Context: an optimization exercise on an open-source flow, tuned for small area, a short achievable clock period and few clock cycles. The choices shown serve that exercise and are no tape-out recipe.
Where RTL was checked, it was by simulation tests only, not by an equivalence proof against the original.
Power and IR drop assume default switching activity.

Setup of 11-08:
## line_follower_turn_sequencer
module line_follower_turn_sequencer
(
	input  wire                clk,
	input  wire                arst_n,
	input  wire                in_valid,
	output wire                in_ready,
	input  wire                in_ir_outer_left,
	input  wire                in_ir_inner_left,
	input  wire                in_ir_middle,
	input  wire                in_ir_inner_right,
	input  wire                in_ir_outer_right,
	input  wire                in_ir_park,
	input  wire signed [15:0]  in_yaw_rate,
	input  wire [31:0]         in_time_us,
	output wire                out_valid,
	input  wire                out_ready,
	output wire signed [7:0]   out_left_power,
	output wire signed [7:0]   out_right_power,
	output wire [2:0]          out_next_mode,
	input  wire                cfg_valid,
	output wire                cfg_ready,
	input  wire [1:0]          cfg_reg_index,
	input  wire [19:0]         cfg_wdata
);
For scale: roughly 2000 cells after synthesis, roughly 380 flip-flops, about 100 I/O pins, ~0.021 mm2 of cells after synthesis.
Settings: LEC_CHECK=0, CAP_MARGIN=20, CORE_MARGIN=2, CORE_UTILIZATION=60, SETUP_SLACK_MARGIN=4.7, SLEW_MARGIN=20; clock period 8.0 ns.
run.sh (not shown) runs the stock make flow with config.mk's settings and CLKGATE_MAP_FILE= SYNTH_SCRIPT=/design/flow/synth_recipe.tcl, a recipe that flattens the netlist after the stock synthesis.
11-08: all stages complete, timing, DRC and antenna checks passed
Testbench counts of 11-08, summed over its fixed seeds: cycles 35,495.
Modified inputs, 11-16 compared to 11-08
--- a/flow/design.v
+++ b/flow/design.v
@@ -444,105 +444,103 @@
 		for (int i = 0; i < 6; i++) begin
 			one[i] = x[2*i+1] ^ x[2*i];
 			two[i] = (x[2*i+2] & ~x[2*i+1] & ~x[2*i]) | (~x[2*i+2] & x[2*i+1] & x[2*i]);
 			neg[i] = x[2*i+2];
 		end
 		digits = {one, two, neg};
 	endfunction
 	logic        hi_next;
 	logic [15:0] ya_q;
 	logic [17:0] da_q;
-	logic        hi_a_q, hi_b_q;    
+	logic        hi_a_q;    
 	logic [25:0] ra, rb, ra_q, rb_q;
 	logic [25:0] r_q, bsum, addend, bu, bv;
 	logic [9:0]  lo10_q;
+	logic [15:0] ad_q;
 	logic        b_co;
 	assign hi_next = (v1 && pend_q) || cm1;
 	always_ff @(posedge clk) begin
 		if (!hi_next) ya_q <= wr_angle ? {7'd0, cfg_wdata[8:0]} : in_yaw_rate;
 		if (hi_next)  da_q <= digits(cm1 ? 10'(DEG_UNIT >> 10) : period_q[19:10]);
 		else          da_q <= digits(wr_angle ? 10'(DEG_UNIT) : period_q[9:0]);
 	end
 	lfts_booth_array u_arr (
 		.y   (ya_q),
 		.one (da_q[17:12]),
 		.two (da_q[11:6]),
 		.neg (da_q[4:0]),
 		.ra  (ra),
 		.rb  (rb)
 	);
-	assign addend = hi_b_q ? {{10{r_q[25]}}, r_q[25:10]} : 26'd0;
+	assign addend = {{10{ad_q[15]}}, ad_q};
 	assign bu     = ra_q ^ rb_q ^ addend;
 	assign bv     = (ra_q & rb_q) | (ra_q & addend) | (rb_q & addend);
 	lfts_add #(.W(26)) u_b (.a(bu), .b({bv[24:0], 1'b0}), .ci(1'b0), .s(bsum), .co(b_co));
 	always_ff @(posedge clk or negedge arst_n) begin
 		if (!arst_n) begin
 			hi_a_q <= 1'b0;
-			hi_b_q <= 1'b0;
 		end else begin
 			hi_a_q <= hi_next;
-			hi_b_q <= hi_a_q;
 		end
 	end
 	always_ff @(posedge clk) begin
 		ra_q   <= ra;
 		rb_q   <= rb;
 		r_q    <= bsum;
+		ad_q   <= hi_a_q ? bsum[25:10] : 16'd0;
 		lo10_q <= r_q[9:0];
 	end
 	logic [2:0]         mode_q;
 	logic signed [40:0] head_q;    
-	logic               f_q;       
-	logic               thr_sel_t;
-	logic [22:0]        thr_sel;
-	logic               cmp;
+	logic               ft_q, fb_q;
+	logic               ct, cb;
 	logic [2:0]         next_m;
 	logic               clr_m;
 	logic [35:0]        step;
 	logic [40:0]        hsum;
 	logic [40:0]        hsat;
 	logic               h_co;
-	assign thr_sel_t = mode_q == lfts_pkg::MODE_TURN90
-		|| (mode_q == lfts_pkg::MODE_FWD && (&ir4[5:1]) && !ir4[0]);
-	assign thr_sel   = thr_sel_t ? thr_t_q : thr_b_q;
-	assign cmp       = !head_q[40] && (head_q[39:10] >= {7'd0, thr_sel});
+	assign ct = !head_q[40] && (head_q[39:10] >= {7'd0, thr_t_q});
+	assign cb = !head_q[40] && (head_q[39:10] >= {7'd0, thr_b_q});
 	lfts_mode_fsm u_fsm (
 		.mode_i (mode_q), .ir_i (ir4),
-		.turn_done_i (int4 ? f_q : cmp), .back_done_i (int4 ? f_q : cmp),
+		.turn_done_i (int4 ? ft_q : ct), .back_done_i (int4 ? fb_q : cb),
 		.next_o (next_m), .clr_o (clr_m)
 	);
 	assign step = {r_q, lo10_q};
 	lfts_add #(.W(41)) u_h (
 		.a ({head_q[39], head_q[39:0]}), .b ({{5{step[35]}}, step}), .ci (1'b0),
 		.s (hsum), .co (h_co)
 	);
 	always_comb begin
 		if (head_q[40] != head_q[39]) hsat = head_q[40] ? {2'b11, 39'd0} : {2'b00, {39{1'b1}}};
 		else                          hsat = head_q;
 	end
 	always_ff @(posedge clk or negedge arst_n) begin
 		if (!arst_n) begin
 			mode_q  <= lfts_pkg::MODE_FWD;
 			head_q  <= '0;
-			f_q     <= 1'b0;
+			ft_q    <= 1'b0;
+			fb_q    <= 1'b0;
 			thr_t_q <= 23'(lfts_pkg::TURN_ANGLE_RST) * DEG_UNIT;
 			thr_b_q <= 23'(lfts_pkg::TURNAROUND_ANGLE_RST) * DEG_UNIT;
 		end else begin
-			f_q <= cmp;
+			ft_q <= ct;
+			fb_q <= cb;
 			if (cm4 && !ir4[0]) thr_t_q <= step[22:0];
 			if (cm4 &&  ir4[0]) thr_b_q <= step[22:0];
 			if (v4 && int4) begin
 				mode_q <= next_m;
 				head_q <= clr_m ? {{5{step[35]}}, step} : hsum;
 			end else if (v4 && clr_m) begin
 				mode_q <= next_m;
-				head_q <= '0;
+				head_q <= '0;    
 			end else begin
 				if (v4) mode_q <= next_m;
 				head_q <= hsat;
 			end
 		end
 	end
 	logic [2:0]    q_mem [QD];
 	logic [QA-1:0] q_wp, q_rp;
 	logic [QA:0]   q_cnt;
 	logic [2:0]    out_next_q;
Results
- Wire length the detailed router placed on met1 (lower): 11-08
- Compared to 11-08, 11-16 has power in sequential cells about 2% higher.
- The sequential fraction of the synthesis area on 11-08 is in line with that on 11-16.
- Time the final worst path needs with I/O delays and setup for 11-16: 0.78 ns down relative to 11-08
- 11-16 — total stage count of the critical path 10 lower, 11-08 as reference
- Leakage power of the design on 11-16 is up relative to 11-08.
- There was hardly any difference in hold slack between 11-16 and 11-08.
For 11-16, only the layout was checked, not whether the RTL still works.

static timing again, ports no longer ideal:
How much do the figures lean on ideal ports? The routed layouts below were timed once more, with nothing changed but the port constraints. Step 1 (the two cells are an assumption about what drives the block):
set clk [get_ports {clk}]
set_driving_cell -lib_cell sky130_fd_sc_hd__clkbuf_16 $clk
set_driving_cell -lib_cell sky130_fd_sc_hd__buf_2 [delete_from_list [all_inputs] $clk]
Step 2 adds t to the input delays and takes it off the output delays; t is the mean of the earliest and latest rising clock arrival at the registers after step 1. Input paths then give back, and output paths get back, about the clock's delay inside the block. Three values: ideal ports, drivers, drivers and shift; two values: the first two.
| run | t, ns | setup WS [ns] | latest minus earliest clock arrival (ns) | slew at the worst register clock pin (ns) | pins driven straight from the clock port |
|---|---|---|---|---|---|
| 11-08 | 0.623 | 3.950 / 3.950 / 3.950 | 0.016 / 0.016 | 0.06 / 0.06 | 1 |
| 11-16 | 0.629 | 4.732 / 4.732 / 4.288 | 0.025 / 0.025 | 0.06 / 0.06 | 1 |
After both steps setup and hold are still met in every run listed. For 11-16, which loses most, drivers alone change the setup slack by 0.000 ns; drivers and shift together by -0.444 ns.
